From an optimization exercise on the open Yosys and OpenROAD flow, aimed at small area, a short achievable clock period and few clock cycles per item; shortcuts taken in it are not production practice.
The RTL was checked by simulation tests, not by an equivalence proof against the original design.
Power figures rest on the tool's default switching activity, not on a simulated workload.

== build 53 ==
// move_list_top
module move_list_top (
   input  logic        clk,
   input  logic        reset,
   input  logic        list_open,
   input  logic        list_close,
   input  logic        move_valid,
   input  logic [29:0] move_in,
   input  logic        white_to_move,
   output logic        out_valid,
   output logic [29:0] out_entry,
   output logic        out_last,
   output logic        list_done,
   output logic        overflow
);
==> flow/config.mk <==
export PLATFORM = sky130hd
export DESIGN_NAME = move_list_top
export DESIGN_NICKNAME = move_list_top
export VERILOG_FILES = /design/flow/design.v
export SDC_FILE = /design/flow/constraint.sdc
export NUM_CORES = 4
export LEC_CHECK = 0
export CAP_MARGIN = 20
export CORE_MARGIN = 2
export CORE_UTILIZATION = 30
export CTS_CLUSTER_DIAMETER = 60
export CTS_CLUSTER_SIZE = 24
export SETUP_SLACK_MARGIN = 3.4
export SLEW_MARGIN = 20
==> flow/constraint.sdc <==
create_clock -name core_clock -period 6.0 [get_ports {clk}]
set_input_delay 1.2000 -clock core_clock [delete_from_list [all_inputs] [get_ports {clk}]]
set_output_delay 1.2000 -clock core_clock [all_outputs]
set_load 0.01 [all_outputs]
standard.sh (not shown) runs the stock make flow with config.mk's settings and CLKGATE_MAP_FILE= SYNTH_SCRIPT=/design/flow/synth_recipe.tcl, a recipe that flattens the netlist after the stock synthesis.
==> flow/flow/run.sh <==
#!/bin/bash
# The standard layout (standard.sh: the standard synthesis and the ORFS
# flow), with one change: the input and output port buffers are buf_4 cells
# rather than the delay-cell buffer that buffer_ports picks by default.
# The full tool output goes to standard.log in this folder.
set -uo pipefail
bash standard.sh BUFFER_PORTS_ARGS="-buffer_cell sky130_fd_sc_hd__buf_4" finish > standard.log 2>&1
status=$?
tail -40 standard.log
exit $status
Build 53 reached the final stage; the timing, design-rule and antenna checks on its layout passed.
Testbench counts of build 53, summed over its fixed seeds: cycles 6,314, lists 160.
Inputs modified between build 53 and build 57:
# build 53
export LEC_CHECK = 0
export CAP_MARGIN = 20
export CORE_MARGIN = 2
export CORE_UTILIZATION = 30
export CTS_CLUSTER_DIAMETER = 60
export CTS_CLUSTER_SIZE = 24
export SETUP_SLACK_MARGIN = 3.4
export SLEW_MARGIN = 20
create_clock -name core_clock -period 6.0 [get_ports {clk}]
# build 57
export LEC_CHECK = 0
export CAP_MARGIN = 20
export CORE_MARGIN = 2
export CORE_UTILIZATION = 30
export SETUP_SLACK_MARGIN = 3.4
export SLEW_MARGIN = 20
create_clock -name core_clock -period 6.0 [get_ports {clk}]
### Flow results
- Flip-flop and latch count came out exactly the same in build 57 and build 53.
- Power drawn by the clock network, build 57 vs build 53: up by more than 10%
- Register-to-register slack, build 57 and build 53, higher one = build 53.
- Lower total length of routed met3 wires goes to build 57 over build 53.
- Diff build 53 -> build 57: post-route clock period utilization picked up an extra 0.44 points, worst-case reg-to-reg path depth lost 2, number of DRC markers after the initial detailed-route iteration picked up an extra 137, met2 layer usage reported by global route neither gained nor lost much.
- Total routing usage reported by global routing, build 57 and build 53: higher on build 57
- Against build 53, build 57 reports a global-route track usage on met1 that is higher.

== the baseline ==
The RTL this note starts from:
==> flow/design.v <==
package move_sort_pkg;
   localparam int EVAL_WIDTH = 16;
   typedef logic [EVAL_WIDTH-1:0] eval_t;
   typedef logic [5:0] square_t;
   typedef struct packed {
      square_t from_sq;
      square_t to_sq;
      logic    white_in_check;
      logic    black_in_check;
      eval_t   eval;
   } move_entry_t;
   localparam int ENTRY_WIDTH = 2 * 6 + 2 + EVAL_WIDTH;
   typedef enum logic [2:0] {
      idle,
      outer_init,
      read_wait,
      compare,
      inner,
      outer_check,
      done
   } sort_state_t;
endpackage
`timescale 1ns/10ps
module move_list_top (
   input  logic        clk,
   input  logic        reset,
   input  logic        list_open,
   input  logic        list_close,
   input  logic        move_valid,
   input  logic [29:0] move_in,
   input  logic        white_to_move,
   output logic        out_valid,
   output logic [29:0] out_entry,
   output logic        out_last,
   output logic        list_done,
   output logic        overflow
);
   localparam int N = 31;
   logic              list_is_open;
   logic              closed;
   logic [4:0]        fill;
   logic              white;
   logic              pv;
   logic [29:0]       p;
   logic [16:0]       pkn;
   logic              qv;
   logic [29:0]       q;
   logic [29:0]       e [0:N-1];
   logic [N-1:0]      v;
   logic              accept;
   logic              keep;
   function automatic logic [29:0] xf(input logic [29:0] m, input logic w);
      xf[29:18] = m[29:18];
      xf[17]    = w ? m[17] : m[16];
      xf[16]    = w ? m[16] : m[17];
      xf[15:0]  = m[15:0] ^ (w ? 16'h8000 : 16'h7fff);
   endfunction
   function automatic logic key_gt(input logic [16:0] a, input logic [16:0] b);
      logic c;
      c = 1'b0;
      for (int k = 0; k < 17; k++)
         c = (a[k] & ~b[k]) | (a[k] & c) | (~b[k] & c);
      key_gt = c;
   endfunction
   function automatic logic [16:0] key(input logic [29:0] m);
      key = {m[15:0], m[16]};
   endfunction
   assign accept   = list_is_open && move_valid;
   assign keep     = accept && fill != 5'(N);
   logic closed_nx;
   logic pv_nx;
   logic qv_nx;
   logic draining;
   logic first;
   logic [4:0]   rp;
   logic [N-1:0] rsel;
   always_comb
   begin
      closed_nx = closed;
      if (list_close && list_is_open)
         closed_nx = 1'b1;
      if (list_done)
         closed_nx = 1'b0;
      pv_nx    = keep;
      qv_nx    = pv;
      first    = closed && !pv && !draining;
   end
   always_ff @(posedge clk)
   begin
      if (reset)
      begin
         list_is_open <= 1'b0;
         closed       <= 1'b0;
         draining     <= 1'b0;
         fill         <= '0;
         overflow     <= 1'b0;
         pv           <= 1'b0;
         qv           <= 1'b0;
      end
      else
      begin
         pv       <= pv_nx;
         qv       <= qv_nx;
         closed   <= closed_nx;
         if (list_done)
            draining <= 1'b0;
         else if (first)
            draining <= 1'b1;
         if (keep)
            fill <= fill + 1'b1;
         if (accept && fill == 5'(N))
            overflow <= 1'b1;
         if (list_open)
         begin
            list_is_open <= 1'b1;
            fill         <= '0;
            overflow     <= 1'b0;
         end
         else if (list_close)
            list_is_open <= 1'b0;
      end
   end
   always_ff @(posedge clk)
   begin
      if (list_open)
         white <= white_to_move;
      p <= xf(move_in, white_to_move);
      pkn <= ~key(xf(move_in, white_to_move));
      q <= p;
   end
   logic [N-1:0] dd;
   logic         x;
   logic [N-1:0] ddr;
   logic         xr;
   always_comb
   begin
      for (int i = 0; i < N; i++)
         dd[i] = !v[i] || key_gt(i < N / 2 ? key(p) : ~pkn, key(e[i]));
      x = key_gt(key(p), key(q));
   end
   always_ff @(posedge clk)
   begin
      ddr <= dd;
      xr  <= x;
   end
   logic [N-1:0] c;
   logic [N-1:0] sl;
   logic [N-1:0] sp;
   logic [N-1:0] slr;
   logic [N-1:0] spr;
   always_comb
   begin
      for (int i = 0; i < N; i++)
      begin
         if (slr[i])
            c[i] = ddr[i > 0 ? i - 1 : 0];
         else if (spr[i])
            c[i] = xr;
         else
            c[i] = ddr[i];
      end
      for (int i = 0; i < N; i++)
      begin
         sl[i] = qv && c[i] && (i > 0 ? c[i-1] : 1'b0);
         sp[i] = qv && c[i] && !(i > 0 ? c[i-1] : 1'b0);
      end
   end
   always_ff @(posedge clk)
   begin
      slr <= sl;
      spr <= sp;
   end
   logic [N-1:0] sel_h;
   logic [29:0]  e_nx [0:N-1];
   always_comb
   begin
      for (int i = 0; i < N; i++)
      begin
         sel_h[i] = !(sl[i] || sp[i]);
         e_nx[i]  = ({30{sl[i]}} & (i > 0 ? e[i-1] : '0)) |
                    ({30{sp[i]}} & q) |
                    ({30{sel_h[i]}} & e[i]);
      end
   end
   logic [4:0] used;
   always_ff @(posedge clk)
   begin
      if (reset || list_open)
         used <= '0;
      else if (qv)
         used <= used + 1'b1;
   end
   always_comb
   begin
      for (int i = 0; i < N; i++)
         v[i] = 5'(i) < used;
   end
   always_ff @(posedge clk)
   begin
      for (int i = 0; i < N; i++)
         e[i] <= e_nx[i];
   end
   logic [29:0] rd;
   always_comb
   begin
      rd = '0;
      for (int i = 1; i < N; i++)
         rd = rd | ({30{rsel[i]}} & e[i]);
      if (first)
         rd = e_nx[0];
   end
   always_ff @(posedge clk)
   begin
      out_entry <= xf(rd, white);
      if (first)
      begin
         rp   <= 5'd1;
         rsel <= N'(2);
      end
      else
      begin
         rp   <= rp + 1'b1;
         rsel <= {rsel[N-2:0], 1'b0};
      end
   end
   always_ff @(posedge clk)
   begin
      if (reset)
      begin
         out_valid <= 1'b0;
         out_last  <= 1'b0;
         list_done <= 1'b0;
      end
      else if (first)
      begin
         out_valid <= fill != 5'd0;
         out_last  <= fill == 5'd1;
         list_done <= fill <= 5'd1;
      end
      else if (draining && !list_done)
      begin
         out_valid <= rp < fill;
         out_last  <= rp == fill - 1'b1;
         list_done <= rp >= fill - 1'b1;
      end
      else
      begin
         out_valid <= 1'b0;
         out_last  <= 1'b0;
         list_done <= 1'b0;
      end
   end
endmodule
Settings: LEC_CHECK=0, CAP_MARGIN=20, CORE_MARGIN=2, CORE_UTILIZATION=30, SETUP_SLACK_MARGIN=3.4, SLEW_MARGIN=20; clock period 6.0 ns.
Scripts as last shown in full above: flow/flow/run.sh
Testbench counts of the baseline, summed over its fixed seeds: cycles 6,314, lists 160.
[inputs] the candidate vs the baseline
Settings: CTS_CLUSTER_SIZE now 24, previously not set; CTS_CLUSTER_DIAMETER now 60, previously not set.
Notes after the runs:
Looking at largest fanout on the critical path, the candidate sits 2 above the baseline. On fraction of the cycle the final worst path needs, the candidate and the baseline are basically level. Of the candidate and the baseline, the candidate shows the lower data arrival at the endpoint of the critical path, with the baseline above it. Summary of the candidate over the baseline: total power now sits lower, die area now sits at about the same level, hold slack now sits at about the same level, total wire length now sits lower, switching component of the power now sits higher. Side by side, H-tree depth turned out lower in the candidate than in the baseline. On layout clock buffer count: the candidate sits below the baseline. Share of power burned in combinational logic | the candidate above the baseline.

port drivers added, routing unchanged:
In the flow no input, the clock included, has a driving cell. The finished layouts below were timed again as built, in two steps. Step 1, drivers: a clkbuf_16 drives clk and a buf_2 each remaining input, both assumed. Step 2 also shifts input and output timing later by t, the mid clock arrival at the registers, as if the neighbouring blocks saw the same clock. Three values: ideal, step 1, step 2; two values: the first two.
run	t, ns	slack for setup (ns)	worst hold slack (ns)	worst setup path after step 2	pins driven straight from the clock port
build 53	0.851	3.293 / 3.293 / 3.262	0.329 / 0.329 / 0.329	input to register	1
build 57	0.901	3.267 / 3.267 / 3.267	0.326 / 0.326 / 0.326	register to register	1
the baseline	0.899	3.313 / 3.313 / 3.283	0.326 / 0.326 / 0.326	input to register	1
the candidate	0.864	3.309 / 3.309 / 3.264	0.329 / 0.329 / 0.329	input to register	1
After both steps every run listed still meets setup and hold. The setup slack of the candidate, which loses most, moves by 0.000 ns with the drivers and by -0.045 ns with both steps.
